From an optimization exercise on the open Yosys and OpenROAD flow, aimed at small area, a short achievable clock period and few clock cycles per item; shortcuts taken in it are not production practice.
Only simulation tests tie the RTL to the original design; equivalence was not proved.
Power is estimated from default activity; no workload was simulated.

==> flow/design.v (outline; a module is shown in full before it is edited, if it fits) <==
// module matvec_engine: 2240 lines
module matvec_engine #(
  parameter int N          = 8,
  parameter int DATA_WIDTH = 8,
  parameter int ACC_WIDTH  = 2*DATA_WIDTH+$clog2(N),
  parameter int ADDR_WIDTH = 32
) (
  input  logic                      clk,
  input  logic                      rst_n,
  input  logic                      start,
  input  logic                      signed_mode,
  input  logic [ADDR_WIDTH-1:0]     base_addr,
  output logic [ADDR_WIDTH-1:0]     mm_address,
  output logic                      mm_read,
  input  logic [N*DATA_WIDTH-1:0]   mm_readdata,
  input  logic                      mm_readdatavalid,
  input  logic                      mm_waitrequest,
  output logic [N*ACC_WIDTH-1:0]    c_out,
  output logic                      busy,
  output logic                      done,
  output logic [1:0]                current_state
);
  // ...
==> flow/flow/run.sh <==
#!/bin/bash
set -uo pipefail
cd "$(dirname "$0")/.."
RES=orfs/results/${FLOW_PLATFORM:-sky130hd}/matvec_engine/base
MARGIN=6.7
bash standard.sh synth > flow_synth.log 2>&1 || exit 1
python3 flow/fapol.py $RES/1_2_yosys.v $RES/1_2_yosys.fapol.v > flow_fapol.log 2>&1 || exit 1
mv $RES/1_2_yosys.fapol.v $RES/1_2_yosys.v
rm -f $RES/1_synth.odb $RES/1_synth.sdc
bash standard.sh SETUP_SLACK_MARGIN=$MARGIN \
  "BUFFER_PORTS_ARGS=-buffer_cell sky130_fd_sc_hd__buf_1" \
  finish > flow_layout.log 2>&1
==> flow/flow/fapol.py <==
#!/usr/bin/env python3
"""Removes inverters around full-adder cells in a Yosys gate netlist.

A full adder is self-dual: inverting its three inputs inverts both outputs.
Yosys's extract_fa picks each adder's polarity on its own, which leaves an
inverter between many pairs of adders. This script picks, for every fa_* cell,
whether to use it as is or as its dual, so that fewer nets need an inverted
copy, then rebuilds the inverters: one inverter per net whose inverted value
is still needed. Only nets that do not touch a port are changed.

usage: fapol.py IN.v OUT.v
"""
import re
import sys
from collections import defaultdict

src = open(sys.argv[1]).read()
cell_re = re.compile(r'^(\s*)(sky130_fd_sc_hd__\w+)\s+(\S+)\s*\((.*?)\);\n', re.S | re.M)
pin_re = re.compile(r'\.(\w+)\(([^()]*)\)')
OUTS = {'X', 'Y', 'Q', 'Q_N', 'SUM', 'COUT', 'LO', 'HI', 'GCLK'}

cells = []
for m in cell_re.finditer(src):
    typ, name, body = m.group(2), m.group(3), m.group(4)
    pins = [(p, n.strip()) for p, n in pin_re.findall(body)]
    cells.append({'type': typ, 'name': name, 'pins': pins, 'span': m.span()})

ports = set()
hdr = src[:src.index(');')]
for w in re.findall(r'\b(\w+)\b', hdr):
    ports.add(w)
def is_port(net):
    base = net.split('[')[0].strip().lstrip('\\').strip()
    return base in ports

def esc(n):
    return n + ' ' if n.startswith('\\') else n

def is_inv(c):
    return re.match(r'sky130_fd_sc_hd__(inv|clkinv)_\d+$', c['type']) is not None
def is_fa(c):
    return re.match(r'sky130_fd_sc_hd__fa_\d+$', c['type']) is not None

driver = {}
loads = defaultdict(list)
for i, c in enumerate(cells):
    for p, n in c['pins']:
        if not n or n.startswith("1'"):
            continue
        if p in OUTS:
            driver[n] = (i, p)
        else:
            loads[n].append((i, p))

# signal classes: follow inverters back to a root net
def root_of(net):
    pol = 0
    seen = 0
    while net in driver and is_inv(cells[driver[net][0]]) and seen < 50:
        c = cells[driver[net][0]]
        net = dict(c['pins'])['A']
        pol ^= 1
        seen += 1
    return net, pol

members = defaultdict(list)   # root -> [(net, pol)]
for net in set(list(driver) + list(loads)):
    r, pol = root_of(net)
    members[r].append((net, pol))

# classes that may change: no member touches a port
frozen = set()
for r, mem in members.items():
    if any(is_port(n) for n, _ in mem) or is_port(r):
        frozen.add(r)

fa_idx = [i for i, c in enumerate(cells) if is_fa(c)]
flip = {i: 0 for i in fa_idx}

# requirement list per root: (cell, pin, pol) for every non-inverter load
reqs = defaultdict(list)
for r, mem in members.items():
    for n, pol in mem:
        for (ci, p) in loads.get(n, []):
            if is_inv(cells[ci]):
                continue
            reqs[r].append((ci, pol))

def root_flip(r):
    d = driver.get(r)
    if d and d[0] in flip:
        return flip[d[0]]
    return 0

def cost(r):
    if r in frozen:
        return 0
    phys = root_flip(r)
    return 1 if any((pol ^ flip.get(ci, 0)) != phys for ci, pol in reqs[r]) else 0

fa_roots = defaultdict(set)
for i in fa_idx:
    for p, n in cells[i]['pins']:
        if n in driver or n in loads:
            fa_roots[i].add(root_of(n)[0])

before = sum(cost(r) for r in members)
improved = True
passes = 0
while improved and passes < 50:
    improved = False
    passes += 1
    for i in fa_idx:
        rs = fa_roots[i]
        if any(r in frozen for r in rs):
            continue
        c0 = sum(cost(r) for r in rs)
        flip[i] ^= 1
        c1 = sum(cost(r) for r in rs)
        if c1 < c0:
            improved = True
        else:
            flip[i] ^= 1
after = sum(cost(r) for r in members)

# rebuild: drop inverters of changeable classes, add one per class in need
drop = set()
for r, mem in members.items():
    if r in frozen:
        continue
    for n, pol in mem:
        if n in driver and is_inv(cells[driver[n][0]]):
            drop.add(driver[n][0])

newwires = []
newcells = []
rename = {}   # (cell index, pin) -> net
cnt = 0
for r, mem in members.items():
    if r in frozen:
        continue
    phys = root_flip(r)
    invnet = None
    for n, pol in mem:
        for (ci, p) in loads.get(n, []):
            if ci in drop:
                continue
            want = pol ^ flip.get(ci, 0)
            if want == phys:
                rename[(ci, p)] = r
            else:
                if invnet is None:
                    cnt += 1
                    invnet = f'_fapol{cnt}_'
                    newwires.append(invnet)
                    newcells.append(f'  sky130_fd_sc_hd__inv_1 _fapol_inv{cnt}_ (\n    .A({esc(r)}),\n    .Y({invnet})\n  );\n')
                rename[(ci, p)] = invnet

out = []
pos = 0
for i, c in enumerate(cells):
    a, b = c['span']
    out.append(src[pos:a])
    pos = b
    if i in drop:
        continue
    pins = []
    for p, n in c['pins']:
        n2 = rename.get((i, p), n)
        pins.append(f'    .{p}({esc(n2)})')
    out.append(f"  {c['type']} {c['name']} (\n" + ',\n'.join(pins) + '\n  );\n')
out.append(src[pos:])
text = ''.join(out)
k = text.rindex('endmodule')
text = text[:k] + ''.join(newcells) + text[k:]
k = text.index(';', text.index('module ')) + 1
text = text[:k] + '\n' + ''.join(f'  wire {w};\n' for w in newwires) + text[k:]
open(sys.argv[2], 'w').write(text)
print(f'fapol: {len(fa_idx)} adders, {sum(flip.values())} flipped, '
      f'{len(drop)} inverters removed, {len(newcells)} added '
      f'(classes needing one: {before} -> {after})')
==> flow/standard.sh <==
#!/bin/bash
# synth_recipe.tcl (not shown) runs the flow's synth.tcl, then flattens the netlist and writes it again
# the make line also repeats each setting of config.mk as NAME=value (left out here)
make -C /OpenROAD-flow-scripts/flow DESIGN_CONFIG=/design/flow/config.mk WORK_HOME=/design/flow/orfs CLKGATE_MAP_FILE= SYNTH_SCRIPT=/design/flow/synth_recipe.tcl "${@:-finish}"
==> flow/config.mk <==
export PLATFORM = sky130hd
export DESIGN_NAME = matvec_engine
export DESIGN_NICKNAME = matvec_engine
export VERILOG_FILES = /design/flow/design.v
export SDC_FILE = /design/flow/constraint.sdc
export NUM_CORES = 4
export LEC_CHECK = 0
export CAP_MARGIN = 20
export CELL_PAD_IN_SITES_DETAIL_PLACEMENT = 1
export CELL_PAD_IN_SITES_GLOBAL_PLACEMENT = 1
export CORE_MARGIN = 2
export CORE_UTILIZATION = 50
export CTS_CLUSTER_DIAMETER = 80
export CTS_CLUSTER_SIZE = 24
export PLACE_DENSITY = 0.6
export SLEW_MARGIN = 20
==> flow/constraint.sdc <==
create_clock -name core_clock -period 10.0 [get_ports {clk}]
set_input_delay 2.0000 -clock core_clock [delete_from_list [all_inputs] [get_ports {clk}]]
set_output_delay 2.0000 -clock core_clock [all_outputs]
set_load 0.01 [all_outputs]
==> metrics.md, run 1 <==
| Metric | Value |
|---|---|
| Die width | `~250 um` |
| Inverters excl. clock | `188` |
| Detailed route wirelength on metal3 | `9360 um` |
| First-pass GRT wire length | `149,000 um` |
| Sink count of the clock tree | `between 500 and 600` |
| Leading cell type in the layout, fill and taps excluded | `fa_1` |
| Min-Delay Startpoint | `q1_879` |
| Multi-input gate area | `roughly 15,000 sq um` |
| Clock tree cell share of total cell area | `under 10%` |
| Maximum number of pins on one net before global-route repair | `92` |
| Comb. pwr | `between 5 and 6 mW` |
| Clock buffers created by TritonCTS | `35` |
| Sort of element at the start of the critical path | `register` |
| Arrival time reported for the critical path endpoint | `roughly 3.8 ns` |
| Mapped Nets | `2,838` |
| Combinational share of power | `approximately 48%` |
| Placement Setup Slack | `5.64 ns` |
| Total half-perimeter wirelength after legalization and detailed placement | `77,000 um` |
| P per Cell Area | `331 nW/um^2` |
| Result of the run | `finished clean` |
| CTS tree | `yes` |
| Clock network power share | `14.3%` |
| Leading power group | `combinational logic` |
| Global-route usage over all layers | `32.0%` |
| Cell chain of the critical path | `a222oi_1, fa_1, fa_1, fa_1, inv_1` |
| Internal cell power | `6.38 mW` |
| Worst Setup Slack, final | `between 6 and 7 ns` |
| Share of cell area taken by multi-input logic gates | `44.1%` |
| Max rail drop VDD | `between 0.15 and 0.2 mV` |
| Buf/Inv on CP | `1` |
| Number of nets in the layout | `2,957` |
| Core Area | `60,400 sq um` |
| Total of clock buffers placed in the layout | `45` |
| Met1 Usage GRT | `40.8%` |
Testbench counts, summed over its fixed seeds: cycles 3,840, runs 256.
==> inputs of run 2 (changes only) <==
--- a/flow/design.v
+++ b/flow/design.v
@@ -80,19 +80,21 @@
     if (w_start_ok) begin
       r_issue  <= 4'(N+1);
       r_rcnt   <= 4'd0;
-      r_addr   <= base_addr + ADDR_WIDTH'(N);
       r_signed <= signed_mode;
     end else begin
       if (w_accept) begin
         r_issue <= r_issue - 4'd1;
-        r_addr  <= r_addr - ADDR_WIDTH'(1);
       end
       if (w_rsp) r_rcnt <= r_rcnt + 4'd1;
     end
   end
+  always_ff @(posedge clk) begin
+    r_addr <= w_start_ok ? base_addr + ADDR_WIDTH'(N)
+                         : r_addr - ADDR_WIDTH'(w_accept);
+  end
   logic [NP*DATA_WIDTH-1:0] r_d0, r_d1, r_d2;    
   logic [N*DATA_WIDTH-1:0]  r_b;                 
-  logic [N-1:0]             r_bx;                
+  logic [N-1:0]             w_bx;                
   logic [DATA_WIDTH+1:0]    r_s [NP];            
   logic [ACC_WIDTH-1:0]     w_sum;
   always_ff @(posedge clk) begin
@@ -114,15 +116,16 @@
   always_ff @(posedge clk) begin
     if (w_rsp_b) begin
       r_b <= mm_readdata;
-      for (int k = 0; k < N; k++)
-        r_bx[k] <= r_signed & mm_readdata[k*DATA_WIDTH+DATA_WIDTH-1];
     end
   end
+  for (genvar k = 0; k < N; k++) begin : g_bx
+    assign w_bx[k] = r_signed & r_b[k*DATA_WIDTH+DATA_WIDTH-1];
+  end
   always_ff @(posedge clk) begin
     if (r_bnew) begin
       for (int p = 0; p < NP; p++) begin
-        r_s[p] <= {{2{r_bx[2*p]}},   r_b[(2*p)*DATA_WIDTH +: DATA_WIDTH]}
-                + {{2{r_bx[2*p+1]}}, r_b[(2*p+1)*DATA_WIDTH +: DATA_WIDTH]};
+        r_s[p] <= {{2{w_bx[2*p]}},   r_b[(2*p)*DATA_WIDTH +: DATA_WIDTH]}
+                + {{2{w_bx[2*p+1]}}, r_b[(2*p+1)*DATA_WIDTH +: DATA_WIDTH]};
       end
     end
   end
@@ -1348,8 +1351,8 @@
   assign t6 = (r_d0[0] & r_b[5]) | (r_d1[0] & r_b[13]) | (r_d2[0] & r_s[0][5]);
   assign t7 = (r_d0[0] & r_b[6]) | (r_d1[0] & r_b[14]) | (r_d2[0] & r_s[0][6]);
   assign t8 = (r_d0[0] & r_b[7]) | (r_d1[0] & r_b[15]) | (r_d2[0] & r_s[0][7]);
-  assign t9 = (r_d0[0] & r_bx[0]) | (r_d1[0] & r_bx[1]) | (r_d2[0] & r_s[0][8]);
-  assign t10 = (r_d0[0] & r_bx[0]) | (r_d1[0] & r_bx[1]) | (r_d2[0] & r_s[0][9]);
+  assign t9 = (r_d0[0] & w_bx[0]) | (r_d1[0] & w_bx[1]) | (r_d2[0] & r_s[0][8]);
+  assign t10 = (r_d0[0] & w_bx[0]) | (r_d1[0] & w_bx[1]) | (r_d2[0] & r_s[0][9]);
   assign t11 = ~t10;
   assign t12 = (r_d0[1] & r_b[0]) | (r_d1[1] & r_b[8]) | (r_d2[1] & r_s[0][0]);
   assign t13 = (r_d0[1] & r_b[1]) | (r_d1[1] & r_b[9]) | (r_d2[1] & r_s[0][1]);
@@ -1359,8 +1362,8 @@
   assign t17 = (r_d0[1] & r_b[5]) | (r_d1[1] & r_b[13]) | (r_d2[1] & r_s[0][5]);
   assign t18 = (r_d0[1] & r_b[6]) | (r_d1[1] & r_b[14]) | (r_d2[1] & r_s[0][6]);
   assign t19 = (r_d0[1] & r_b[7]) | (r_d1[1] & r_b[15]) | (r_d2[1] & r_s[0][7]);
-  assign t20 = (r_d0[1] & r_bx[0]) | (r_d1[1] & r_bx[1]) | (r_d2[1] & r_s[0][8]);
-  assign t21 = (r_d0[1] & r_bx[0]) | (r_d1[1] & r_bx[1]) | (r_d2[1] & r_s[0][9]);
+  assign t20 = (r_d0[1] & w_bx[0]) | (r_d1[1] & w_bx[1]) | (r_d2[1] & r_s[0][8]);
+  assign t21 = (r_d0[1] & w_bx[0]) | (r_d1[1] & w_bx[1]) | (r_d2[1] & r_s[0][9]);
   assign t22 = ~t21;
   assign t23 = (r_d0[2] & r_b[0]) | (r_d1[2] & r_b[8]) | (r_d2[2] & r_s[0][0]);
   assign t24 = (r_d0[2] & r_b[1]) | (r_d1[2] & r_b[9]) | (r_d2[2] & r_s[0][1]);
@@ -1370,8 +1373,8 @@
   assign t28 = (r_d0[2] & r_b[5]) | (r_d1[2] & r_b[13]) | (r_d2[2] & r_s[0][5]);
   assign t29 = (r_d0[2] & r_b[6]) | (r_d1[2] & r_b[14]) | (r_d2[2] & r_s[0][6]);
   assign t30 = (r_d0[2] & r_b[7]) | (r_d1[2] & r_b[15]) | (r_d2[2] & r_s[0][7]);
-  assign t31 = (r_d0[2] & r_bx[0]) | (r_d1[2] & r_bx[1]) | (r_d2[2] & r_s[0][8]);
-  assign t32 = (r_d0[2] & r_bx[0]) | (r_d1[2] & r_bx[1]) | (r_d2[2] & r_s[0][9]);
+  assign t31 = (r_d0[2] & w_bx[0]) | (r_d1[2] & w_bx[1]) | (r_d2[2] & r_s[0][8]);
+  assign t32 = (r_d0[2] & w_bx[0]) | (r_d1[2] & w_bx[1]) | (r_d2[2] & r_s[0][9]);
   assign t33 = ~t32;
   assign t34 = (r_d0[3] & r_b[0]) | (r_d1[3] & r_b[8]) | (r_d2[3] & r_s[0][0]);
   assign t35 = (r_d0[3] & r_b[1]) | (r_d1[3] & r_b[9]) | (r_d2[3] & r_s[0][1]);
@@ -1381,8 +1384,8 @@
   assign t39 = (r_d0[3] & r_b[5]) | (r_d1[3] & r_b[13]) | (r_d2[3] & r_s[0][5]);
   assign t40 = (r_d0[3] & r_b[6]) | (r_d1[3] & r_b[14]) | (r_d2[3] & r_s[0][6]);
   assign t41 = (r_d0[3] & r_b[7]) | (r_d1[3] & r_b[15]) | (r_d2[3] & r_s[0][7]);
-  assign t42 = (r_d0[3] & r_bx[0]) | (r_d1[3] & r_bx[1]) | (r_d2[3] & r_s[0][8]);
-  assign t43 = (r_d0[3] & r_bx[0]) | (r_d1[3] & r_bx[1]) | (r_d2[3] & r_s[0][9]);
+  assign t42 = (r_d0[3] & w_bx[0]) | (r_d1[3] & w_bx[1]) | (r_d2[3] & r_s[0][8]);
+  assign t43 = (r_d0[3] & w_bx[0]) | (r_d1[3] & w_bx[1]) | (r_d2[3] & r_s[0][9]);
   assign t44 = ~t43;
   assign t45 = (r_d0[4] & r_b[0]) | (r_d1[4] & r_b[8]) | (r_d2[4] & r_s[0][0]);
   assign t46 = (r_d0[4] & r_b[1]) | (r_d1[4] & r_b[9]) | (r_d2[4] & r_s[0][1]);
@@ -1392,8 +1395,8 @@
   assign t50 = (r_d0[4] & r_b[5]) | (r_d1[4] & r_b[13]) | (r_d2[4] & r_s[0][5]);
   assign t51 = (r_d0[4] & r_b[6]) | (r_d1[4] & r_b[14]) | (r_d2[4] & r_s[0][6]);
   assign t52 = (r_d0[4] & r_b[7]) | (r_d1[4] & r_b[15]) | (r_d2[4] & r_s[0][7]);
-  assign t53 = (r_d0[4] & r_bx[0]) | (r_d1[4] & r_bx[1]) | (r_d2[4] & r_s[0][8]);
-  assign t54 = (r_d0[4] & r_bx[0]) | (r_d1[4] & r_bx[1]) | (r_d2[4] & r_s[0][9]);
+  assign t53 = (r_d0[4] & w_bx[0]) | (r_d1[4] & w_bx[1]) | (r_d2[4] & r_s[0][8]);
+  assign t54 = (r_d0[4] & w_bx[0]) | (r_d1[4] & w_bx[1]) | (r_d2[4] & r_s[0][9]);
   assign t55 = ~t54;
   assign t56 = (r_d0[5] & r_b[0]) | (r_d1[5] & r_b[8]) | (r_d2[5] & r_s[0][0]);
   assign t57 = (r_d0[5] & r_b[1]) | (r_d1[5] & r_b[9]) | (r_d2[5] & r_s[0][1]);
@@ -1403,8 +1406,8 @@
   assign t61 = (r_d0[5] & r_b[5]) | (r_d1[5] & r_b[13]) | (r_d2[5] & r_s[0][5]);
   assign t62 = (r_d0[5] & r_b[6]) | (r_d1[5] & r_b[14]) | (r_d2[5] & r_s[0][6]);
   assign t63 = (r_d0[5] & r_b[7]) | (r_d1[5] & r_b[15]) | (r_d2[5] & r_s[0][7]);
-  assign t64 = (r_d0[5] & r_bx[0]) | (r_d1[5] & r_bx[1]) | (r_d2[5] & r_s[0][8]);
-  assign t65 = (r_d0[5] & r_bx[0]) | (r_d1[5] & r_bx[1]) | (r_d2[5] & r_s[0][9]);
+  assign t64 = (r_d0[5] & w_bx[0]) | (r_d1[5] & w_bx[1]) | (r_d2[5] & r_s[0][8]);
+  assign t65 = (r_d0[5] & w_bx[0]) | (r_d1[5] & w_bx[1]) | (r_d2[5] & r_s[0][9]);
   assign t66 = ~t65;
   assign t67 = (r_d0[6] & r_b[0]) | (r_d1[6] & r_b[8]) | (r_d2[6] & r_s[0][0]);
   assign t68 = (r_d0[6] & r_b[1]) | (r_d1[6] & r_b[9]) | (r_d2[6] & r_s[0][1]);
@@ -1414,8 +1417,8 @@
   assign t72 = (r_d0[6] & r_b[5]) | (r_d1[6] & r_b[13]) | (r_d2[6] & r_s[0][5]);
   assign t73 = (r_d0[6] & r_b[6]) | (r_d1[6] & r_b[14]) | (r_d2[6] & r_s[0][6]);
   assign t74 = (r_d0[6] & r_b[7]) | (r_d1[6] & r_b[15]) | (r_d2[6] & r_s[0][7]);
-  assign t75 = (r_d0[6] & r_bx[0]) | (r_d1[6] & r_bx[1]) | (r_d2[6] & r_s[0][8]);
-  assign t76 = (r_d0[6] & r_bx[0]) | (r_d1[6] & r_bx[1]) | (r_d2[6] & r_s[0][9]);
+  assign t75 = (r_d0[6] & w_bx[0]) | (r_d1[6] & w_bx[1]) | (r_d2[6] & r_s[0][8]);
+  assign t76 = (r_d0[6] & w_bx[0]) | (r_d1[6] & w_bx[1]) | (r_d2[6] & r_s[0][9]);
   assign t77 = ~t76;
   assign t78 = (r_d0[7] & r_b[0]) | (r_d1[7] & r_b[8]) | (r_d2[7] & r_s[0][0]);
   assign t79 = (r_d0[7] & r_b[1]) | (r_d1[7] & r_b[9]) | (r_d2[7] & r_s[0][1]);
@@ -1425,8 +1428,8 @@
   assign t83 = (r_d0[7] & r_b[5]) | (r_d1[7] & r_b[13]) | (r_d2[7] & r_s[0][5]);
   assign t84 = (r_d0[7] & r_b[6]) | (r_d1[7] & r_b[14]) | (r_d2[7] & r_s[0][6]);
   assign t85 = (r_d0[7] & r_b[7]) | (r_d1[7] & r_b[15]) | (r_d2[7] & r_s[0][7]);
-  assign t86 = (r_d0[7] & r_bx[0]) | (r_d1[7] & r_bx[1]) | (r_d2[7] & r_s[0][8]);
-  assign t87 = (r_d0[7] & r_bx[0]) | (r_d1[7] & r_bx[1]) | (r_d2[7] & r_s[0][9]);
+  assign t86 = (r_d0[7] & w_bx[0]) | (r_d1[7] & w_bx[1]) | (r_d2[7] & r_s[0][8]);
+  assign t87 = (r_d0[7] & w_bx[0]) | (r_d1[7] & w_bx[1]) | (r_d2[7] & r_s[0][9]);
   assign t88 = ~t87;
   assign t89 = (r_d0[8] & r_b[16]) | (r_d1[8] & r_b[24]) | (r_d2[8] & r_s[1][0]);
   assign t90 = (r_d0[8] & r_b[17]) | (r_d1[8] & r_b[25]) | (r_d2[8] & r_s[1][1]);
@@ -1436,8 +1439,8 @@
   assign t94 = (r_d0[8] & r_b[21]) | (r_d1[8] & r_b[29]) | (r_d2[8] & r_s[1][5]);
   assign t95 = (r_d0[8] & r_b[22]) | (r_d1[8] & r_b[30]) | (r_d2[8] & r_s[1][6]);
   assign t96 = (r_d0[8] & r_b[23]) | (r_d1[8] & r_b[31]) | (r_d2[8] & r_s[1][7]);
-  assign t97 = (r_d0[8] & r_bx[2]) | (r_d1[8] & r_bx[3]) | (r_d2[8] & r_s[1][8]);
-  assign t98 = (r_d0[8] & r_bx[2]) | (r_d1[8] & r_bx[3]) | (r_d2[8] & r_s[1][9]);
+  assign t97 = (r_d0[8] & w_bx[2]) | (r_d1[8] & w_bx[3]) | (r_d2[8] & r_s[1][8]);
+  assign t98 = (r_d0[8] & w_bx[2]) | (r_d1[8] & w_bx[3]) | (r_d2[8] & r_s[1][9]);
   assign t99 = ~t98;
   assign t100 = (r_d0[9] & r_b[16]) | (r_d1[9] & r_b[24]) | (r_d2[9] & r_s[1][0]);
   assign t101 = (r_d0[9] & r_b[17]) | (r_d1[9] & r_b[25]) | (r_d2[9] & r_s[1][1]);
@@ -1447,8 +1450,8 @@
   assign t105 = (r_d0[9] & r_b[21]) | (r_d1[9] & r_b[29]) | (r_d2[9] & r_s[1][5]);
   assign t106 = (r_d0[9] & r_b[22]) | (r_d1[9] & r_b[30]) | (r_d2[9] & r_s[1][6]);
   assign t107 = (r_d0[9] & r_b[23]) | (r_d1[9] & r_b[31]) | (r_d2[9] & r_s[1][7]);
-  assign t108 = (r_d0[9] & r_bx[2]) | (r_d1[9] & r_bx[3]) | (r_d2[9] & r_s[1][8]);
-  assign t109 = (r_d0[9] & r_bx[2]) | (r_d1[9] & r_bx[3]) | (r_d2[9] & r_s[1][9]);
+  assign t108 = (r_d0[9] & w_bx[2]) | (r_d1[9] & w_bx[3]) | (r_d2[9] & r_s[1][8]);
+  assign t109 = (r_d0[9] & w_bx[2]) | (r_d1[9] & w_bx[3]) | (r_d2[9] & r_s[1][9]);
   assign t110 = ~t109;
   assign t111 = (r_d0[10] & r_b[16]) | (r_d1[10] & r_b[24]) | (r_d2[10] & r_s[1][0]);
   assign t112 = (r_d0[10] & r_b[17]) | (r_d1[10] & r_b[25]) | (r_d2[10] & r_s[1][1]);
@@ -1458,8 +1461,8 @@
   assign t116 = (r_d0[10] & r_b[21]) | (r_d1[10] & r_b[29]) | (r_d2[10] & r_s[1][5]);
   assign t117 = (r_d0[10] & r_b[22]) | (r_d1[10] & r_b[30]) | (r_d2[10] & r_s[1][6]);
   assign t118 = (r_d0[10] & r_b[23]) | (r_d1[10] & r_b[31]) | (r_d2[10] & r_s[1][7]);
-  assign t119 = (r_d0[10] & r_bx[2]) | (r_d1[10] & r_bx[3]) | (r_d2[10] & r_s[1][8]);
-  assign t120 = (r_d0[10] & r_bx[2]) | (r_d1[10] & r_bx[3]) | (r_d2[10] & r_s[1][9]);
+  assign t119 = (r_d0[10] & w_bx[2]) | (r_d1[10] & w_bx[3]) | (r_d2[10] & r_s[1][8]);
+  assign t120 = (r_d0[10] & w_bx[2]) | (r_d1[10] & w_bx[3]) | (r_d2[10] & r_s[1][9]);
   assign t121 = ~t120;
   assign t122 = (r_d0[11] & r_b[16]) | (r_d1[11] & r_b[24]) | (r_d2[11] & r_s[1][0]);
   assign t123 = (r_d0[11] & r_b[17]) | (r_d1[11] & r_b[25]) | (r_d2[11] & r_s[1][1]);
@@ -1469,8 +1472,8 @@
   assign t127 = (r_d0[11] & r_b[21]) | (r_d1[11] & r_b[29]) | (r_d2[11] & r_s[1][5]);
   assign t128 = (r_d0[11] & r_b[22]) | (r_d1[11] & r_b[30]) | (r_d2[11] & r_s[1][6]);
   assign t129 = (r_d0[11] & r_b[23]) | (r_d1[11] & r_b[31]) | (r_d2[11] & r_s[1][7]);
-  assign t130 = (r_d0[11] & r_bx[2]) | (r_d1[11] & r_bx[3]) | (r_d2[11] & r_s[1][8]);
-  assign t131 = (r_d0[11] & r_bx[2]) | (r_d1[11] & r_bx[3]) | (r_d2[11] & r_s[1][9]);
+  assign t130 = (r_d0[11] & w_bx[2]) | (r_d1[11] & w_bx[3]) | (r_d2[11] & r_s[1][8]);
+  assign t131 = (r_d0[11] & w_bx[2]) | (r_d1[11] & w_bx[3]) | (r_d2[11] & r_s[1][9]);
   assign t132 = ~t131;
   assign t133 = (r_d0[12] & r_b[16]) | (r_d1[12] & r_b[24]) | (r_d2[12] & r_s[1][0]);
   assign t134 = (r_d0[12] & r_b[17]) | (r_d1[12] & r_b[25]) | (r_d2[12] & r_s[1][1]);
@@ -1480,8 +1483,8 @@
   assign t138 = (r_d0[12] & r_b[21]) | (r_d1[12] & r_b[29]) | (r_d2[12] & r_s[1][5]);
   assign t139 = (r_d0[12] & r_b[22]) | (r_d1[12] & r_b[30]) | (r_d2[12] & r_s[1][6]);
   assign t140 = (r_d0[12] & r_b[23]) | (r_d1[12] & r_b[31]) | (r_d2[12] & r_s[1][7]);
-  assign t141 = (r_d0[12] & r_bx[2]) | (r_d1[12] & r_bx[3]) | (r_d2[12] & r_s[1][8]);
-  assign t142 = (r_d0[12] & r_bx[2]) | (r_d1[12] & r_bx[3]) | (r_d2[12] & r_s[1][9]);
+  assign t141 = (r_d0[12] & w_bx[2]) | (r_d1[12] & w_bx[3]) | (r_d2[12] & r_s[1][8]);
+  assign t142 = (r_d0[12] & w_bx[2]) | (r_d1[12] & w_bx[3]) | (r_d2[12] & r_s[1][9]);
   assign t143 = ~t142;
   assign t144 = (r_d0[13] & r_b[16]) | (r_d1[13] & r_b[24]) | (r_d2[13] & r_s[1][0]);
   assign t145 = (r_d0[13] & r_b[17]) | (r_d1[13] & r_b[25]) | (r_d2[13] & r_s[1][1]);
@@ -1491,8 +1494,8 @@
   assign t149 = (r_d0[13] & r_b[21]) | (r_d1[13] & r_b[29]) | (r_d2[13] & r_s[1][5]);
   assign t150 = (r_d0[13] & r_b[22]) | (r_d1[13] & r_b[30]) | (r_d2[13] & r_s[1][6]);
   assign t151 = (r_d0[13] & r_b[23]) | (r_d1[13] & r_b[31]) | (r_d2[13] & r_s[1][7]);
-  assign t152 = (r_d0[13] & r_bx[2]) | (r_d1[13] & r_bx[3]) | (r_d2[13] & r_s[1][8]);
-  assign t153 = (r_d0[13] & r_bx[2]) | (r_d1[13] & r_bx[3]) | (r_d2[13] & r_s[1][9]);
+  assign t152 = (r_d0[13] & w_bx[2]) | (r_d1[13] & w_bx[3]) | (r_d2[13] & r_s[1][8]);
+  assign t153 = (r_d0[13] & w_bx[2]) | (r_d1[13] & w_bx[3]) | (r_d2[13] & r_s[1][9]);
   assign t154 = ~t153;
   assign t155 = (r_d0[14] & r_b[16]) | (r_d1[14] & r_b[24]) | (r_d2[14] & r_s[1][0]);
   assign t156 = (r_d0[14] & r_b[17]) | (r_d1[14] & r_b[25]) | (r_d2[14] & r_s[1][1]);
@@ -1502,8 +1505,8 @@
   assign t160 = (r_d0[14] & r_b[21]) | (r_d1[14] & r_b[29]) | (r_d2[14] & r_s[1][5]);
   assign t161 = (r_d0[14] & r_b[22]) | (r_d1[14] & r_b[30]) | (r_d2[14] & r_s[1][6]);
   assign t162 = (r_d0[14] & r_b[23]) | (r_d1[14] & r_b[31]) | (r_d2[14] & r_s[1][7]);
-  assign t163 = (r_d0[14] & r_bx[2]) | (r_d1[14] & r_bx[3]) | (r_d2[14] & r_s[1][8]);
-  assign t164 = (r_d0[14] & r_bx[2]) | (r_d1[14] & r_bx[3]) | (r_d2[14] & r_s[1][9]);
+  assign t163 = (r_d0[14] & w_bx[2]) | (r_d1[14] & w_bx[3]) | (r_d2[14] & r_s[1][8]);
+  assign t164 = (r_d0[14] & w_bx[2]) | (r_d1[14] & w_bx[3]) | (r_d2[14] & r_s[1][9]);
   assign t165 = ~t164;
   assign t166 = (r_d0[15] & r_b[16]) | (r_d1[15] & r_b[24]) | (r_d2[15] & r_s[1][0]);
   assign t167 = (r_d0[15] & r_b[17]) | (r_d1[15] & r_b[25]) | (r_d2[15] & r_s[1][1]);
@@ -1513,8 +1516,8 @@
   assign t171 = (r_d0[15] & r_b[21]) | (r_d1[15] & r_b[29]) | (r_d2[15] & r_s[1][5]);
   assign t172 = (r_d0[15] & r_b[22]) | (r_d1[15] & r_b[30]) | (r_d2[15] & r_s[1][6]);
   assign t173 = (r_d0[15] & r_b[23]) | (r_d1[15] & r_b[31]) | (r_d2[15] & r_s[1][7]);
-  assign t174 = (r_d0[15] & r_bx[2]) | (r_d1[15] & r_bx[3]) | (r_d2[15] & r_s[1][8]);
-  assign t175 = (r_d0[15] & r_bx[2]) | (r_d1[15] & r_bx[3]) | (r_d2[15] & r_s[1][9]);
+  assign t174 = (r_d0[15] & w_bx[2]) | (r_d1[15] & w_bx[3]) | (r_d2[15] & r_s[1][8]);
+  assign t175 = (r_d0[15] & w_bx[2]) | (r_d1[15] & w_bx[3]) | (r_d2[15] & r_s[1][9]);
   assign t176 = ~t175;
   assign t177 = (r_d0[16] & r_b[32]) | (r_d1[16] & r_b[40]) | (r_d2[16] & r_s[2][0]);
   assign t178 = (r_d0[16] & r_b[33]) | (r_d1[16] & r_b[41]) | (r_d2[16] & r_s[2][1]);
@@ -1524,8 +1527,8 @@
   assign t182 = (r_d0[16] & r_b[37]) | (r_d1[16] & r_b[45]) | (r_d2[16] & r_s[2][5]);
   assign t183 = (r_d0[16] & r_b[38]) | (r_d1[16] & r_b[46]) | (r_d2[16] & r_s[2][6]);
   assign t184 = (r_d0[16] & r_b[39]) | (r_d1[16] & r_b[47]) | (r_d2[16] & r_s[2][7]);
-  assign t185 = (r_d0[16] & r_bx[4]) | (r_d1[16] & r_bx[5]) | (r_d2[16] & r_s[2][8]);
-  assign t186 = (r_d0[16] & r_bx[4]) | (r_d1[16] & r_bx[5]) | (r_d2[16] & r_s[2][9]);
+  assign t185 = (r_d0[16] & w_bx[4]) | (r_d1[16] & w_bx[5]) | (r_d2[16] & r_s[2][8]);
+  assign t186 = (r_d0[16] & w_bx[4]) | (r_d1[16] & w_bx[5]) | (r_d2[16] & r_s[2][9]);
   assign t187 = ~t186;
   assign t188 = (r_d0[17] & r_b[32]) | (r_d1[17] & r_b[40]) | (r_d2[17] & r_s[2][0]);
   assign t189 = (r_d0[17] & r_b[33]) | (r_d1[17] & r_b[41]) | (r_d2[17] & r_s[2][1]);
@@ -1535,8 +1538,8 @@
   assign t193 = (r_d0[17] & r_b[37]) | (r_d1[17] & r_b[45]) | (r_d2[17] & r_s[2][5]);
   assign t194 = (r_d0[17] & r_b[38]) | (r_d1[17] & r_b[46]) | (r_d2[17] & r_s[2][6]);
   assign t195 = (r_d0[17] & r_b[39]) | (r_d1[17] & r_b[47]) | (r_d2[17] & r_s[2][7]);
-  assign t196 = (r_d0[17] & r_bx[4]) | (r_d1[17] & r_bx[5]) | (r_d2[17] & r_s[2][8]);
-  assign t197 = (r_d0[17] & r_bx[4]) | (r_d1[17] & r_bx[5]) | (r_d2[17] & r_s[2][9]);
+  assign t196 = (r_d0[17] & w_bx[4]) | (r_d1[17] & w_bx[5]) | (r_d2[17] & r_s[2][8]);
+  assign t197 = (r_d0[17] & w_bx[4]) | (r_d1[17] & w_bx[5]) | (r_d2[17] & r_s[2][9]);
   assign t198 = ~t197;
   assign t199 = (r_d0[18] & r_b[32]) | (r_d1[18] & r_b[40]) | (r_d2[18] & r_s[2][0]);
   assign t200 = (r_d0[18] & r_b[33]) | (r_d1[18] & r_b[41]) | (r_d2[18] & r_s[2][1]);
@@ -1546,8 +1549,8 @@
   assign t204 = (r_d0[18] & r_b[37]) | (r_d1[18] & r_b[45]) | (r_d2[18] & r_s[2][5]);
   assign t205 = (r_d0[18] & r_b[38]) | (r_d1[18] & r_b[46]) | (r_d2[18] & r_s[2][6]);
   assign t206 = (r_d0[18] & r_b[39]) | (r_d1[18] & r_b[47]) | (r_d2[18] & r_s[2][7]);
-  assign t207 = (r_d0[18] & r_bx[4]) | (r_d1[18] & r_bx[5]) | (r_d2[18] & r_s[2][8]);
-  assign t208 = (r_d0[18] & r_bx[4]) | (r_d1[18] & r_bx[5]) | (r_d2[18] & r_s[2][9]);
+  assign t207 = (r_d0[18] & w_bx[4]) | (r_d1[18] & w_bx[5]) | (r_d2[18] & r_s[2][8]);
+  assign t208 = (r_d0[18] & w_bx[4]) | (r_d1[18] & w_bx[5]) | (r_d2[18] & r_s[2][9]);
   assign t209 = ~t208;
   assign t210 = (r_d0[19] & r_b[32]) | (r_d1[19] & r_b[40]) | (r_d2[19] & r_s[2][0]);
   assign t211 = (r_d0[19] & r_b[33]) | (r_d1[19] & r_b[41]) | (r_d2[19] & r_s[2][1]);
@@ -1557,8 +1560,8 @@
   assign t215 = (r_d0[19] & r_b[37]) | (r_d1[19] & r_b[45]) | (r_d2[19] & r_s[2][5]);
   assign t216 = (r_d0[19] & r_b[38]) | (r_d1[19] & r_b[46]) | (r_d2[19] & r_s[2][6]);
   assign t217 = (r_d0[19] & r_b[39]) | (r_d1[19] & r_b[47]) | (r_d2[19] & r_s[2][7]);
-  assign t218 = (r_d0[19] & r_bx[4]) | (r_d1[19] & r_bx[5]) | (r_d2[19] & r_s[2][8]);
-  assign t219 = (r_d0[19] & r_bx[4]) | (r_d1[19] & r_bx[5]) | (r_d2[19] & r_s[2][9]);
+  assign t218 = (r_d0[19] & w_bx[4]) | (r_d1[19] & w_bx[5]) | (r_d2[19] & r_s[2][8]);
+  assign t219 = (r_d0[19] & w_bx[4]) | (r_d1[19] & w_bx[5]) | (r_d2[19] & r_s[2][9]);
   assign t220 = ~t219;
   assign t221 = (r_d0[20] & r_b[32]) | (r_d1[20] & r_b[40]) | (r_d2[20] & r_s[2][0]);
   assign t222 = (r_d0[20] & r_b[33]) | (r_d1[20] & r_b[41]) | (r_d2[20] & r_s[2][1]);
@@ -1568,8 +1571,8 @@
   assign t226 = (r_d0[20] & r_b[37]) | (r_d1[20] & r_b[45]) | (r_d2[20] & r_s[2][5]);
   assign t227 = (r_d0[20] & r_b[38]) | (r_d1[20] & r_b[46]) | (r_d2[20] & r_s[2][6]);
   assign t228 = (r_d0[20] & r_b[39]) | (r_d1[20] & r_b[47]) | (r_d2[20] & r_s[2][7]);
-  assign t229 = (r_d0[20] & r_bx[4]) | (r_d1[20] & r_bx[5]) | (r_d2[20] & r_s[2][8]);
-  assign t230 = (r_d0[20] & r_bx[4]) | (r_d1[20] & r_bx[5]) | (r_d2[20] & r_s[2][9]);
+  assign t229 = (r_d0[20] & w_bx[4]) | (r_d1[20] & w_bx[5]) | (r_d2[20] & r_s[2][8]);
+  assign t230 = (r_d0[20] & w_bx[4]) | (r_d1[20] & w_bx[5]) | (r_d2[20] & r_s[2][9]);
   assign t231 = ~t230;
   assign t232 = (r_d0[21] & r_b[32]) | (r_d1[21] & r_b[40]) | (r_d2[21] & r_s[2][0]);
   assign t233 = (r_d0[21] & r_b[33]) | (r_d1[21] & r_b[41]) | (r_d2[21] & r_s[2][1]);
@@ -1579,8 +1582,8 @@
   assign t237 = (r_d0[21] & r_b[37]) | (r_d1[21] & r_b[45]) | (r_d2[21] & r_s[2][5]);
   assign t238 = (r_d0[21] & r_b[38]) | (r_d1[21] & r_b[46]) | (r_d2[21] & r_s[2][6]);
   assign t239 = (r_d0[21] & r_b[39]) | (r_d1[21] & r_b[47]) | (r_d2[21] & r_s[2][7]);
-  assign t240 = (r_d0[21] & r_bx[4]) | (r_d1[21] & r_bx[5]) | (r_d2[21] & r_s[2][8]);
-  assign t241 = (r_d0[21] & r_bx[4]) | (r_d1[21] & r_bx[5]) | (r_d2[21] & r_s[2][9]);
+  assign t240 = (r_d0[21] & w_bx[4]) | (r_d1[21] & w_bx[5]) | (r_d2[21] & r_s[2][8]);
+  assign t241 = (r_d0[21] & w_bx[4]) | (r_d1[21] & w_bx[5]) | (r_d2[21] & r_s[2][9]);
   assign t242 = ~t241;
   assign t243 = (r_d0[22] & r_b[32]) | (r_d1[22] & r_b[40]) | (r_d2[22] & r_s[2][0]);
   assign t244 = (r_d0[22] & r_b[33]) | (r_d1[22] & r_b[41]) | (r_d2[22] & r_s[2][1]);
@@ -1590,8 +1593,8 @@
   assign t248 = (r_d0[22] & r_b[37]) | (r_d1[22] & r_b[45]) | (r_d2[22] & r_s[2][5]);
   assign t249 = (r_d0[22] & r_b[38]) | (r_d1[22] & r_b[46]) | (r_d2[22] & r_s[2][6]);
   assign t250 = (r_d0[22] & r_b[39]) | (r_d1[22] & r_b[47]) | (r_d2[22] & r_s[2][7]);
-  assign t251 = (r_d0[22] & r_bx[4]) | (r_d1[22] & r_bx[5]) | (r_d2[22] & r_s[2][8]);
-  assign t252 = (r_d0[22] & r_bx[4]) | (r_d1[22] & r_bx[5]) | (r_d2[22] & r_s[2][9]);
+  assign t251 = (r_d0[22] & w_bx[4]) | (r_d1[22] & w_bx[5]) | (r_d2[22] & r_s[2][8]);
+  assign t252 = (r_d0[22] & w_bx[4]) | (r_d1[22] & w_bx[5]) | (r_d2[22] & r_s[2][9]);
   assign t253 = ~t252;
   assign t254 = (r_d0[23] & r_b[32]) | (r_d1[23] & r_b[40]) | (r_d2[23] & r_s[2][0]);
   assign t255 = (r_d0[23] & r_b[33]) | (r_d1[23] & r_b[41]) | (r_d2[23] & r_s[2][1]);
@@ -1601,8 +1604,8 @@
   assign t259 = (r_d0[23] & r_b[37]) | (r_d1[23] & r_b[45]) | (r_d2[23] & r_s[2][5]);
   assign t260 = (r_d0[23] & r_b[38]) | (r_d1[23] & r_b[46]) | (r_d2[23] & r_s[2][6]);
   assign t261 = (r_d0[23] & r_b[39]) | (r_d1[23] & r_b[47]) | (r_d2[23] & r_s[2][7]);
-  assign t262 = (r_d0[23] & r_bx[4]) | (r_d1[23] & r_bx[5]) | (r_d2[23] & r_s[2][8]);
-  assign t263 = (r_d0[23] & r_bx[4]) | (r_d1[23] & r_bx[5]) | (r_d2[23] & r_s[2][9]);
+  assign t262 = (r_d0[23] & w_bx[4]) | (r_d1[23] & w_bx[5]) | (r_d2[23] & r_s[2][8]);
+  assign t263 = (r_d0[23] & w_bx[4]) | (r_d1[23] & w_bx[5]) | (r_d2[23] & r_s[2][9]);
   assign t264 = ~t263;
   assign t265 = (r_d0[24] & r_b[48]) | (r_d1[24] & r_b[56]) | (r_d2[24] & r_s[3][0]);
   assign t266 = (r_d0[24] & r_b[49]) | (r_d1[24] & r_b[57]) | (r_d2[24] & r_s[3][1]);
@@ -1612,8 +1615,8 @@
   assign t270 = (r_d0[24] & r_b[53]) | (r_d1[24] & r_b[61]) | (r_d2[24] & r_s[3][5]);
   assign t271 = (r_d0[24] & r_b[54]) | (r_d1[24] & r_b[62]) | (r_d2[24] & r_s[3][6]);
   assign t272 = (r_d0[24] & r_b[55]) | (r_d1[24] & r_b[63]) | (r_d2[24] & r_s[3][7]);
-  assign t273 = (r_d0[24] & r_bx[6]) | (r_d1[24] & r_bx[7]) | (r_d2[24] & r_s[3][8]);
-  assign t274 = (r_d0[24] & r_bx[6]) | (r_d1[24] & r_bx[7]) | (r_d2[24] & r_s[3][9]);
+  assign t273 = (r_d0[24] & w_bx[6]) | (r_d1[24] & w_bx[7]) | (r_d2[24] & r_s[3][8]);
+  assign t274 = (r_d0[24] & w_bx[6]) | (r_d1[24] & w_bx[7]) | (r_d2[24] & r_s[3][9]);
   assign t275 = ~t274;
   assign t276 = (r_d0[25] & r_b[48]) | (r_d1[25] & r_b[56]) | (r_d2[25] & r_s[3][0]);
   assign t277 = (r_d0[25] & r_b[49]) | (r_d1[25] & r_b[57]) | (r_d2[25] & r_s[3][1]);
@@ -1623,8 +1626,8 @@
   assign t281 = (r_d0[25] & r_b[53]) | (r_d1[25] & r_b[61]) | (r_d2[25] & r_s[3][5]);
   assign t282 = (r_d0[25] & r_b[54]) | (r_d1[25] & r_b[62]) | (r_d2[25] & r_s[3][6]);
   assign t283 = (r_d0[25] & r_b[55]) | (r_d1[25] & r_b[63]) | (r_d2[25] & r_s[3][7]);
-  assign t284 = (r_d0[25] & r_bx[6]) | (r_d1[25] & r_bx[7]) | (r_d2[25] & r_s[3][8]);
-  assign t285 = (r_d0[25] & r_bx[6]) | (r_d1[25] & r_bx[7]) | (r_d2[25] & r_s[3][9]);
+  assign t284 = (r_d0[25] & w_bx[6]) | (r_d1[25] & w_bx[7]) | (r_d2[25] & r_s[3][8]);
+  assign t285 = (r_d0[25] & w_bx[6]) | (r_d1[25] & w_bx[7]) | (r_d2[25] & r_s[3][9]);
   assign t286 = ~t285;
   assign t287 = (r_d0[26] & r_b[48]) | (r_d1[26] & r_b[56]) | (r_d2[26] & r_s[3][0]);
   assign t288 = (r_d0[26] & r_b[49]) | (r_d1[26] & r_b[57]) | (r_d2[26] & r_s[3][1]);
@@ -1634,8 +1637,8 @@
   assign t292 = (r_d0[26] & r_b[53]) | (r_d1[26] & r_b[61]) | (r_d2[26] & r_s[3][5]);
   assign t293 = (r_d0[26] & r_b[54]) | (r_d1[26] & r_b[62]) | (r_d2[26] & r_s[3][6]);
   assign t294 = (r_d0[26] & r_b[55]) | (r_d1[26] & r_b[63]) | (r_d2[26] & r_s[3][7]);
-  assign t295 = (r_d0[26] & r_bx[6]) | (r_d1[26] & r_bx[7]) | (r_d2[26] & r_s[3][8]);
-  assign t296 = (r_d0[26] & r_bx[6]) | (r_d1[26] & r_bx[7]) | (r_d2[26] & r_s[3][9]);
+  assign t295 = (r_d0[26] & w_bx[6]) | (r_d1[26] & w_bx[7]) | (r_d2[26] & r_s[3][8]);
+  assign t296 = (r_d0[26] & w_bx[6]) | (r_d1[26] & w_bx[7]) | (r_d2[26] & r_s[3][9]);
   assign t297 = ~t296;
   assign t298 = (r_d0[27] & r_b[48]) | (r_d1[27] & r_b[56]) | (r_d2[27] & r_s[3][0]);
   assign t299 = (r_d0[27] & r_b[49]) | (r_d1[27] & r_b[57]) | (r_d2[27] & r_s[3][1]);
@@ -1645,8 +1648,8 @@
   assign t303 = (r_d0[27] & r_b[53]) | (r_d1[27] & r_b[61]) | (r_d2[27] & r_s[3][5]);
   assign t304 = (r_d0[27] & r_b[54]) | (r_d1[27] & r_b[62]) | (r_d2[27] & r_s[3][6]);
   assign t305 = (r_d0[27] & r_b[55]) | (r_d1[27] & r_b[63]) | (r_d2[27] & r_s[3][7]);
-  assign t306 = (r_d0[27] & r_bx[6]) | (r_d1[27] & r_bx[7]) | (r_d2[27] & r_s[3][8]);
-  assign t307 = (r_d0[27] & r_bx[6]) | (r_d1[27] & r_bx[7]) | (r_d2[27] & r_s[3][9]);
+  assign t306 = (r_d0[27] & w_bx[6]) | (r_d1[27] & w_bx[7]) | (r_d2[27] & r_s[3][8]);
+  assign t307 = (r_d0[27] & w_bx[6]) | (r_d1[27] & w_bx[7]) | (r_d2[27] & r_s[3][9]);
   assign t308 = ~t307;
   assign t309 = (r_d0[28] & r_b[48]) | (r_d1[28] & r_b[56]) | (r_d2[28] & r_s[3][0]);
   assign t310 = (r_d0[28] & r_b[49]) | (r_d1[28] & r_b[57]) | (r_d2[28] & r_s[3][1]);
@@ -1656,8 +1659,8 @@
   assign t314 = (r_d0[28] & r_b[53]) | (r_d1[28] & r_b[61]) | (r_d2[28] & r_s[3][5]);
   assign t315 = (r_d0[28] & r_b[54]) | (r_d1[28] & r_b[62]) | (r_d2[28] & r_s[3][6]);
   assign t316 = (r_d0[28] & r_b[55]) | (r_d1[28] & r_b[63]) | (r_d2[28] & r_s[3][7]);
-  assign t317 = (r_d0[28] & r_bx[6]) | (r_d1[28] & r_bx[7]) | (r_d2[28] & r_s[3][8]);
-  assign t318 = (r_d0[28] & r_bx[6]) | (r_d1[28] & r_bx[7]) | (r_d2[28] & r_s[3][9]);
+  assign t317 = (r_d0[28] & w_bx[6]) | (r_d1[28] & w_bx[7]) | (r_d2[28] & r_s[3][8]);
+  assign t318 = (r_d0[28] & w_bx[6]) | (r_d1[28] & w_bx[7]) | (r_d2[28] & r_s[3][9]);
   assign t319 = ~t318;
   assign t320 = (r_d0[29] & r_b[48]) | (r_d1[29] & r_b[56]) | (r_d2[29] & r_s[3][0]);
   assign t321 = (r_d0[29] & r_b[49]) | (r_d1[29] & r_b[57]) | (r_d2[29] & r_s[3][1]);
@@ -1667,8 +1670,8 @@
   assign t325 = (r_d0[29] & r_b[53]) | (r_d1[29] & r_b[61]) | (r_d2[29] & r_s[3][5]);
   assign t326 = (r_d0[29] & r_b[54]) | (r_d1[29] & r_b[62]) | (r_d2[29] & r_s[3][6]);
   assign t327 = (r_d0[29] & r_b[55]) | (r_d1[29] & r_b[63]) | (r_d2[29] & r_s[3][7]);
-  assign t328 = (r_d0[29] & r_bx[6]) | (r_d1[29] & r_bx[7]) | (r_d2[29] & r_s[3][8]);
-  assign t329 = (r_d0[29] & r_bx[6]) | (r_d1[29] & r_bx[7]) | (r_d2[29] & r_s[3][9]);
+  assign t328 = (r_d0[29] & w_bx[6]) | (r_d1[29] & w_bx[7]) | (r_d2[29] & r_s[3][8]);
+  assign t329 = (r_d0[29] & w_bx[6]) | (r_d1[29] & w_bx[7]) | (r_d2[29] & r_s[3][9]);
   assign t330 = ~t329;
   assign t331 = (r_d0[30] & r_b[48]) | (r_d1[30] & r_b[56]) | (r_d2[30] & r_s[3][0]);
   assign t332 = (r_d0[30] & r_b[49]) | (r_d1[30] & r_b[57]) | (r_d2[30] & r_s[3][1]);
@@ -1678,8 +1681,8 @@
   assign t336 = (r_d0[30] & r_b[53]) | (r_d1[30] & r_b[61]) | (r_d2[30] & r_s[3][5]);
   assign t337 = (r_d0[30] & r_b[54]) | (r_d1[30] & r_b[62]) | (r_d2[30] & r_s[3][6]);
   assign t338 = (r_d0[30] & r_b[55]) | (r_d1[30] & r_b[63]) | (r_d2[30] & r_s[3][7]);
-  assign t339 = (r_d0[30] & r_bx[6]) | (r_d1[30] & r_bx[7]) | (r_d2[30] & r_s[3][8]);
-  assign t340 = (r_d0[30] & r_bx[6]) | (r_d1[30] & r_bx[7]) | (r_d2[30] & r_s[3][9]);
+  assign t339 = (r_d0[30] & w_bx[6]) | (r_d1[30] & w_bx[7]) | (r_d2[30] & r_s[3][8]);
+  assign t340 = (r_d0[30] & w_bx[6]) | (r_d1[30] & w_bx[7]) | (r_d2[30] & r_s[3][9]);
   assign t341 = ~t340;
   assign t342 = (r_d0[31] & r_b[48]) | (r_d1[31] & r_b[56]) | (r_d2[31] & r_s[3][0]);
   assign t343 = (r_d0[31] & r_b[49]) | (r_d1[31] & r_b[57]) | (r_d2[31] & r_s[3][1]);
@@ -1689,8 +1692,8 @@
   assign t347 = (r_d0[31] & r_b[53]) | (r_d1[31] & r_b[61]) | (r_d2[31] & r_s[3][5]);
   assign t348 = (r_d0[31] & r_b[54]) | (r_d1[31] & r_b[62]) | (r_d2[31] & r_s[3][6]);
   assign t349 = (r_d0[31] & r_b[55]) | (r_d1[31] & r_b[63]) | (r_d2[31] & r_s[3][7]);
-  assign t350 = (r_d0[31] & r_bx[6]) | (r_d1[31] & r_bx[7]) | (r_d2[31] & r_s[3][8]);
-  assign t351 = (r_d0[31] & r_bx[6]) | (r_d1[31] & r_bx[7]) | (r_d2[31] & r_s[3][9]);
+  assign t350 = (r_d0[31] & w_bx[6]) | (r_d1[31] & w_bx[7]) | (r_d2[31] & r_s[3][8]);
+  assign t351 = (r_d0[31] & w_bx[6]) | (r_d1[31] & w_bx[7]) | (r_d2[31] & r_s[3][9]);
   assign t352 = ~t351;
   assign k353 = r_signed & ~r_s[0][0];
   assign k354 = r_signed & ~r_s[0][1];
--- a/flow/flow/run.sh
+++ b/flow/flow/run.sh
@@ -2,7 +2,7 @@
 set -uo pipefail
 cd "$(dirname "$0")/.."
 RES=orfs/results/${FLOW_PLATFORM:-sky130hd}/matvec_engine/base
-MARGIN=6.7
+MARGIN=6.75
 bash standard.sh synth > flow_synth.log 2>&1 || exit 1
 python3 flow/fapol.py $RES/1_2_yosys.v $RES/1_2_yosys.fapol.v > flow_fapol.log 2>&1 || exit 1
 mv $RES/1_2_yosys.fapol.v $RES/1_2_yosys.v
--- a/flow/config.mk
+++ b/flow/config.mk
@@ -5,7 +5,7 @@
 export SDC_FILE = /design/flow/constraint.sdc
 export NUM_CORES = 4
 export LEC_CHECK = 0
-export CAP_MARGIN = 20
+export CAP_MARGIN = 10
 export CELL_PAD_IN_SITES_DETAIL_PLACEMENT = 1
 export CELL_PAD_IN_SITES_GLOBAL_PLACEMENT = 1
 export CORE_MARGIN = 2
@@ -13,4 +13,4 @@
 export CTS_CLUSTER_DIAMETER = 80
 export CTS_CLUSTER_SIZE = 24
 export PLACE_DENSITY = 0.6
-export SLEW_MARGIN = 20
+export SLEW_MARGIN = 10
==> metrics.md, run 2 <==
| Metric | Value |
|---|---|
| Leading cell types in the layout, fill and taps excluded | `fa_1 (324), buf_1 (287), dfxtp_1 (270)` |
| Root Buffer Master | `clkbuf_16` |
| H-tree level count | `2` |
| Endpoint class of the critical path | `register` |
| Uppermost layer routed | `met4` |
| Number of placed I/O pins | `291` |
| Ys Warns | `3` |
| Largest registers ranked by flip-flop count | `r_c x152, r_b x64, r_s x40` |
| Via total after detailed routing | `20,400` |
| Setup crit start | `mm_waitrequest` |
| Number of nets in the layout | `2,941 (-0.54%)` |
| Maximum number of pins on one net before global-route repair | `87 (-5.4%)` |
| Worst-path cell with the longest stage delay | `or4b_4` |
| Arrival time reported for the critical path endpoint | `3.77 ns (-0.03 ns)` |
| Share of cells above drive strength 1 | `6.24%` |
| Initial antenna violation count | `1` |
| Synth Cell Area | `29,700 sq um` |
| Met1 routed wirelength after detailed routing | `36,200 um` |
| Result of the run | `finished clean` |
| Buffers added on ports | `289` |
| Slowest cell delay on critical path | `~0.49 ns` |
| First-pass GRT wire length | `142,000 um (-5.1%)` |
| Clock transition at the registers of the reported paths | `0.09 ns` |
| Iteration-0 DRC count of the detailed router | `3,466` |
| Slew Limit Headroom | `25.0%` |
| Die Span Y | `between 200 and 250 um` |
| Post-route clock skew | `0.0244 ns` |
| Worst Setup Slack, final | `6.69 ns (+0.00796 ns)` |
| Maximum Capacitance Violations | `0` |
| Via count of the first global-routing pass | `between 20,000 and 25,000` |
| Cell chain of the critical path | `buf_6, nor2b_4, ha_4, ha_4, or4b_4, buf_6, inv_4, nand3_4, nor4_4, xnor2_1, mux2i_1` |
| Startpoint-to-endpoint class of the critical path | `in2reg` |
| Global-route usage over all layers | `31.4% (-0.62 points)` |
| Count of standard-cell rows | `89` |
| Clock buffers created by TritonCTS | `34 (-2.9%)` |
| Max rail drop VDD | `0.186 mV (+5.6%)` |
| Max reg flops | `152` |
| Total detailed-routing wirelength | `slightly below 100,000 um` |
| Clk Latency, worst-skew pair | `around 0.60 ns` |
| DR pass1 iterations | `15` |
| Lkg Pwr | `12.0 nW` |
| Instance count of the mapped netlist | `2,307` |
| Required time reported for the critical path endpoint | `10.46 ns` |
| Sequential Area | `13,800 sq um` |
| Detailed route wirelength on metal3 | `8180 um (-13%)` |
| Min-Delay Startpoint | `q1_879` |
| Final antenna-violating net count | `0` |
| Floorplan die area | `61,400 sq um` |
| Post-layout min period | `3.31 ns` |
| Post-route cell area | `about 33,000 sq um` |
| Clock Tree Buf Depth | `3` |
| Worst Max-Slew Pin Slew | `between 1 and 1.5 ns` |
| Overflow after GRT | `0` |
| Timing-limited maximum frequency | `around 300 MHz` |
| P per Cell Area | `334 nW/um^2 (+1.1%)` |
| Register name with the most flops | `r_c` |
| Global placement routability congestion | `0.988` |
| Average cell area after synthesis | `12.9 sq um` |
| Filler cell count | `roughly 5,900` |
| Total Power Consumption | `~11 mW` |
| Synth-to-layout area growth | `9.81%` |
| Total half-perimeter wirelength after legalization and detailed placement | `75,200 um (-2.3%)` |
| Unrepaired setup endpoints after global routing | `yes` |
| Placement Setup Slack | `5.55 ns (-0.0871 ns)` |
| Met2 WL post-DR | `46,800 um` |
| Post-Place Cell Area | `31,100 sq um` |
| Count of endpoints failing setup in the final report | `0` |
| Number of pins with negative max-slew slack in the final report | `0` |
| Final setup TNS | `0 ns` |
| Register-to-register setup slack | `~6.7 ns` |
| Mapped Nets | `2,805 (-1.2%)` |
| Starting density of the core | `between 50% and 60%` |
| Part of the cycle the worst path needs | `33.1%` |
| Sink count of the clock tree | `559 (-1.4%)` |
| Worst Path Max Fanout | `4` |
| Sort of element at the start of the critical path | `input pin` |
| Core Area | `58,900 sq um (-2.4%)` |
| Multi-input gate area | `14,700 sq um (+0.30%)` |
| Post-route DRC violation count | `0` |
| Worst hold path class | `reg2reg` |
| CP top delay family | `simple AND/OR/NAND/NOR gates` |
| Final Hold Violating Endpoints | `0` |
| Die width | `248 um (-1.3%)` |
| Via count normalized by instance count | `approximately 6.3` |
| Buf/Inv on CP | `3 (+2)` |
| Leading cell type in the layout, fill and taps excluded | `fa_1` |
| CTS tree | `yes` |
| Detailed-route wire length per cell | `just under 30 um` |
| Launching point of the worst reg2reg path | `r_d2[7]` |
[run 2: path summary, 6_finish.rpt]
check                              to  depth (start not counted)
setup / recovery           r_addr[26]                         11
hold / removal                q2_1178                          0
setup reg to reg               q1_972                          5
hold reg to reg               q2_1178                          0
max in group asynchronous      p_v[2]                          1
min in group asynchronous      r_done                          1
[run 2: worst reg2reg max path: stages (launching register included)]
cell	delay [ns]
dfxtp_1	0.46
a222oi_1	0.94
fa_1	0.58
fa_1	0.62
inv_1	0.10
fa_1	0.45
[run 2: layout make-up]
class / count / share of cell area (%)
clock inverters: 16 / 0.648
inverters: 161 / 1.86
diodes: 1 / 0.00766
clock buffers: 45 / 2.73
repair buffers: 326 / 4.39
flip-flops and latches: 559 / 42.4
multi-input cells: 1361 / 45.0
well taps: 773 / 2.96
[run 2: metal layers]
layer,track usage (%),vias up
met1,39.2,10400
li1,-,8602
met3,5.62,227
met2,53.4,1145
met5,0,-
met4,14.0,0
[run 2: power breakdown]
group          switching, mW  internal [mW]
registers              0.688           3.38
clock network          0.831          0.673
logic                   3.07           2.27
[run 2: repair_timing]
action	in CTS	in global routing
gates resized for setup	25	31
endpoints found under the setup margin	156	34
hold buffers	0	0
gates cloned	0	1
pin swaps	11	15
setup buffers	22	8
hold endpoints to repair	0	0
[run 2: metrics by stage]
step | hold WS (ns) | std cells | util, %
after global placement | 0.314 | 3149 | 52.8
after floorplan | 0.310 | 2307 | -
after CTS | 0.341 | 3232 | 55.1
after detailed placement | 0.319 | 3149 | 52.8
final | 0.336 | 3242 | 55.4
after global routing | 0.346 | 3241 | 55.4
Testbench counts of run 2, summed over its fixed seeds: cycles 3,840, runs 256.
==> inputs of run 3 (changes only) <==
--- a/flow/flow/run.sh
+++ b/flow/flow/run.sh
@@ -2,7 +2,7 @@
 set -uo pipefail
 cd "$(dirname "$0")/.."
 RES=orfs/results/${FLOW_PLATFORM:-sky130hd}/matvec_engine/base
-MARGIN=6.75
+MARGIN=6.7
 bash standard.sh synth > flow_synth.log 2>&1 || exit 1
 python3 flow/fapol.py $RES/1_2_yosys.v $RES/1_2_yosys.fapol.v > flow_fapol.log 2>&1 || exit 1
 mv $RES/1_2_yosys.fapol.v $RES/1_2_yosys.v
--- a/flow/config.mk
+++ b/flow/config.mk
@@ -5,7 +5,7 @@
 export SDC_FILE = /design/flow/constraint.sdc
 export NUM_CORES = 4
 export LEC_CHECK = 0
-export CAP_MARGIN = 10
+export CAP_MARGIN = 20
 export CELL_PAD_IN_SITES_DETAIL_PLACEMENT = 1
 export CELL_PAD_IN_SITES_GLOBAL_PLACEMENT = 1
 export CORE_MARGIN = 2
@@ -13,4 +13,4 @@
 export CTS_CLUSTER_DIAMETER = 80
 export CTS_CLUSTER_SIZE = 24
 export PLACE_DENSITY = 0.6
-export SLEW_MARGIN = 10
+export SLEW_MARGIN = 20
==> metrics.md, run 3 <==
| Metric | Value |
|---|---|
| Result of the run | `finished clean` |
| Synth Cell Area | `29,700 sq um (unchanged)` |
| P per Cell Area | `333 nW/um^2 (-0.43%)` |
| Count of endpoints failing setup in the final report | `0 (unchanged)` |
| Final Hold Violating Endpoints | `0 (unchanged)` |
| Floorplan die area | `61,400 sq um (unchanged)` |
| Root Buffer Master | `clkbuf_16` |
| Slew Limit Headroom | `27.8% (+2.7 points)` |
| Total half-perimeter wirelength after legalization and detailed placement | `73,000 um (-2.9%)` |
| DR pass1 iterations | `12 (-3)` |
| Count of placed standard cells in the final layout, fillers left out | `3,236 (-0.19%)` |
| CTS tree | `yes` |
| Leading cell type in the layout, fill and taps excluded | `fa_1` |
| Global-route usage over all layers | `30.6% (-0.79 points)` |
| Required time reported for the critical path endpoint | `10.47 ns (about the same)` |
| Core Area | `58,900 sq um (unchanged)` |
| Register name with the most flops | `r_c` |
| Sort of element at the start of the critical path | `register` |
| Maximum number of pins on one net before global-route repair | `99 (+14%)` |
| Worst Max-Slew Pin Slew | `1.08 ns (-0.0409 ns)` |
| Cell chain of the critical path | `a222oi_1, fa_1, fa_1, fa_1, inv_1` |
| Worst hold path class | `reg2reg` |
| Max rail drop VDD | `0.249 mV (+34%)` |
| Via count of the first global-routing pass | `21,200 (-1.4%)` |
| Count of standard-cell rows | `89 (unchanged)` |
| Post-route clock skew | `0.0220 ns (-0.00244 ns)` |
| Clk Latency, worst-skew pair | `0.59 ns (about the same)` |
| Via total after detailed routing | `20,300 (-0.43%)` |
| Endpoint class of the critical path | `register` |
| Mapped Nets | `2,805 (unchanged)` |
| Post-route cell area | `32,500 sq um (-0.31%)` |
| Post-route DRC violation count | `0 (unchanged)` |
| Ys Warns | `3 (unchanged)` |
| Timing-limited maximum frequency | `299 MHz (-1.2%)` |
| Final antenna-violating net count | `0 (unchanged)` |
| Number of pins with negative max-slew slack in the final report | `0 (unchanged)` |
| Largest registers ranked by flip-flop count | `r_c x152, r_b x64, r_s x40` |
| Register-to-register setup slack | `6.65 ns (-0.06 ns)` |
| Startpoint-to-endpoint class of the critical path | `reg2reg` |
| Iteration-0 DRC count of the detailed router | `3,595 (+3.7%)` |
| Buffers added on ports | `289 (unchanged)` |
| Starting density of the core | `50.5% (unchanged)` |
| Leading cell types in the layout, fill and taps excluded | `fa_1 (326), buf_1 (288), dfxtp_1 (283)` |
| Overflow after GRT | `0 (unchanged)` |
| Clock Tree Buf Depth | `3 (unchanged)` |
| Die width | `248 um (unchanged)` |
| Synth-to-layout area growth | `9.47%` |
| Post-Place Cell Area | `31,100 sq um (about the same)` |
| Dominant cell type by count on the critical path | `fa_1` |
| Arrival time reported for the critical path endpoint | `3.81 ns (+0.04 ns)` |
| Clock buffers created by TritonCTS | `34 (unchanged)` |
| Max reg flops | `152 (unchanged)` |
| Post-layout min period | `3.35 ns (+0.0405 ns)` |
| Die Span Y | `248 um (unchanged)` |
| H-tree level count | `2 (unchanged)` |
| Detailed-route wire length per cell | `28.9 um (-2.7%)` |
| Average cell area after synthesis | `12.9 sq um (unchanged)` |
| Worst-path cell with the longest stage delay | `a222oi_1` |
| Final setup TNS | `0 ns (unchanged)` |
| Maximum Capacitance Violations | `0 (unchanged)` |
| Met3 Resource Use GR | `4.79% (-0.83 points)` |
| Most used routing layer in global routing | `met2` |
| Instance count of the mapped netlist | `2,307 (unchanged)` |
| Met1 Usage GRT | `38.5% (-0.72 points)` |
| Slowest cell delay on critical path | `0.83 ns (+0.34 ns)` |
| Global placement routability congestion | `0.992 (+0.47%)` |
| Unrepaired setup endpoints after global routing | `yes` |
| Worst Path Max Fanout | `9 (+5)` |
| First-pass GRT wire length | `138,000 um (-2.5%)` |
| Number of nets in the layout | `2,935 (-0.20%)` |
| Clock transition at the registers of the reported paths | `0.09 ns (about the same)` |
| Share of cells above drive strength 1 | `5.32% (-0.92 points)` |
| Placed cells | `3,148 (-0.032%)` |
| Part of the cycle the worst path needs | `33.5% (+0.41 points)` |
| Number of placed I/O pins | `291 (unchanged)` |
| Sink count of the clock tree | `559 (unchanged)` |
| Via count normalized by instance count | `6.27 (-0.25%)` |
| Initial antenna violation count | `1 (unchanged)` |
| Lkg Pwr | `12.0 nW (-0.37%)` |
| Total detailed-routing wirelength | `93,700 um (-2.8%)` |
| Antenna diodes | `0 (-1)` |
| Met2 track utilization from global routing | `52.5% (-0.92 points)` |
## run 3: stage by stage
stage	worst slack, ns	hold WS [ns]	total power [mW]	utilization (%)
2_1_floorplan	5.92	0.310	7.14	-
3_3_place_gp	5.59	0.313	9.08	52.8
3_5_place_dp	5.42	0.316	9.38	52.8
4_1_cts	6.63	0.349	11.0	55.0
5_1_grt	6.59	0.349	11.7	55.2
6_report	6.65	0.345	10.8	55.2
## run 3: worst paths after layout
path	depth (start not counted)	start	endpoint
worst max register to register	5	r_b[40]	q1_882
max in group asynchronous	1	rst_n	p_v[2]
worst max-delay path	5	r_b[40]	q1_882
min in group asynchronous	1	rst_n	r_done
worst min-delay path	0	q1_885	q2_1183
worst min register to register	0	q1_885	q2_1183
## run 3: per-layer routing
layer | share of wire, % | vias to the layer above | wire length [um]
li1 | - | 8580 | -
met1 | 37 | 10400 | 34900
met5 | 0.014 | - | 13
met3 | 8.6 | 214 | 8060
met2 | 49 | 1111 | 46000
met4 | 5.0 | 2 | 4640
## run 3: timing repair
item                       CTS  global route
setup endpoints to repair  141            22
pin swaps                    5             7
buffers inserted            11            15
resized for setup           13            12
hold buffers                 0             0
## run 3: critical path, delay by kind of cell, from the launching register on
kind / cells / cell delay, ns
AOI/OAI and AO/OA: 1 / 0.83
buffers and inverters: 1 / 0.09
DFF: 1 / 0.57
adders and majority gates: 3 / 1.73
## run 3: area by class of cell
cell class,instances,area [sq um]
Clock buffer,47,942
Clock inverter,15,209
Fill cell,5907,26400
Inverter,161,607
Multi-Input combinational cell,1361,14600
Sequential cell,559,13800
Tap cell,773,967
Timing Repair Buffer,320,1370
## run 3: where the power goes
group          total [mW]  internal, mW  switching, mW
sequential           4.05          3.38          0.670
combinational        5.25          2.24           3.01
clock                1.54         0.705          0.835
total                10.8          6.32           4.51

re-timing with driven ports:
In the flow no input, the clock included, has a driving cell. The finished layouts below were timed again as built, in two steps. Step 1: set_driving_cell puts a clkbuf_16 on clk and a buf_2 on each other input, an assumption about the parent block. Step 2 also shifts input and output timing later by t, the mid clock arrival at the registers, as if the neighbouring blocks saw the same clock. a / b / c = ideal ports / drivers / drivers and shift; a / b = the first two.
run	shift t [ns]	setup slack, ns
run 1	0.646	6.687 / 6.652 / 6.196
run 2	0.651	6.695 / 6.704 / 6.073
run 3	0.647	6.654 / 6.654 / 6.056
After both steps every run listed still meets setup and hold.
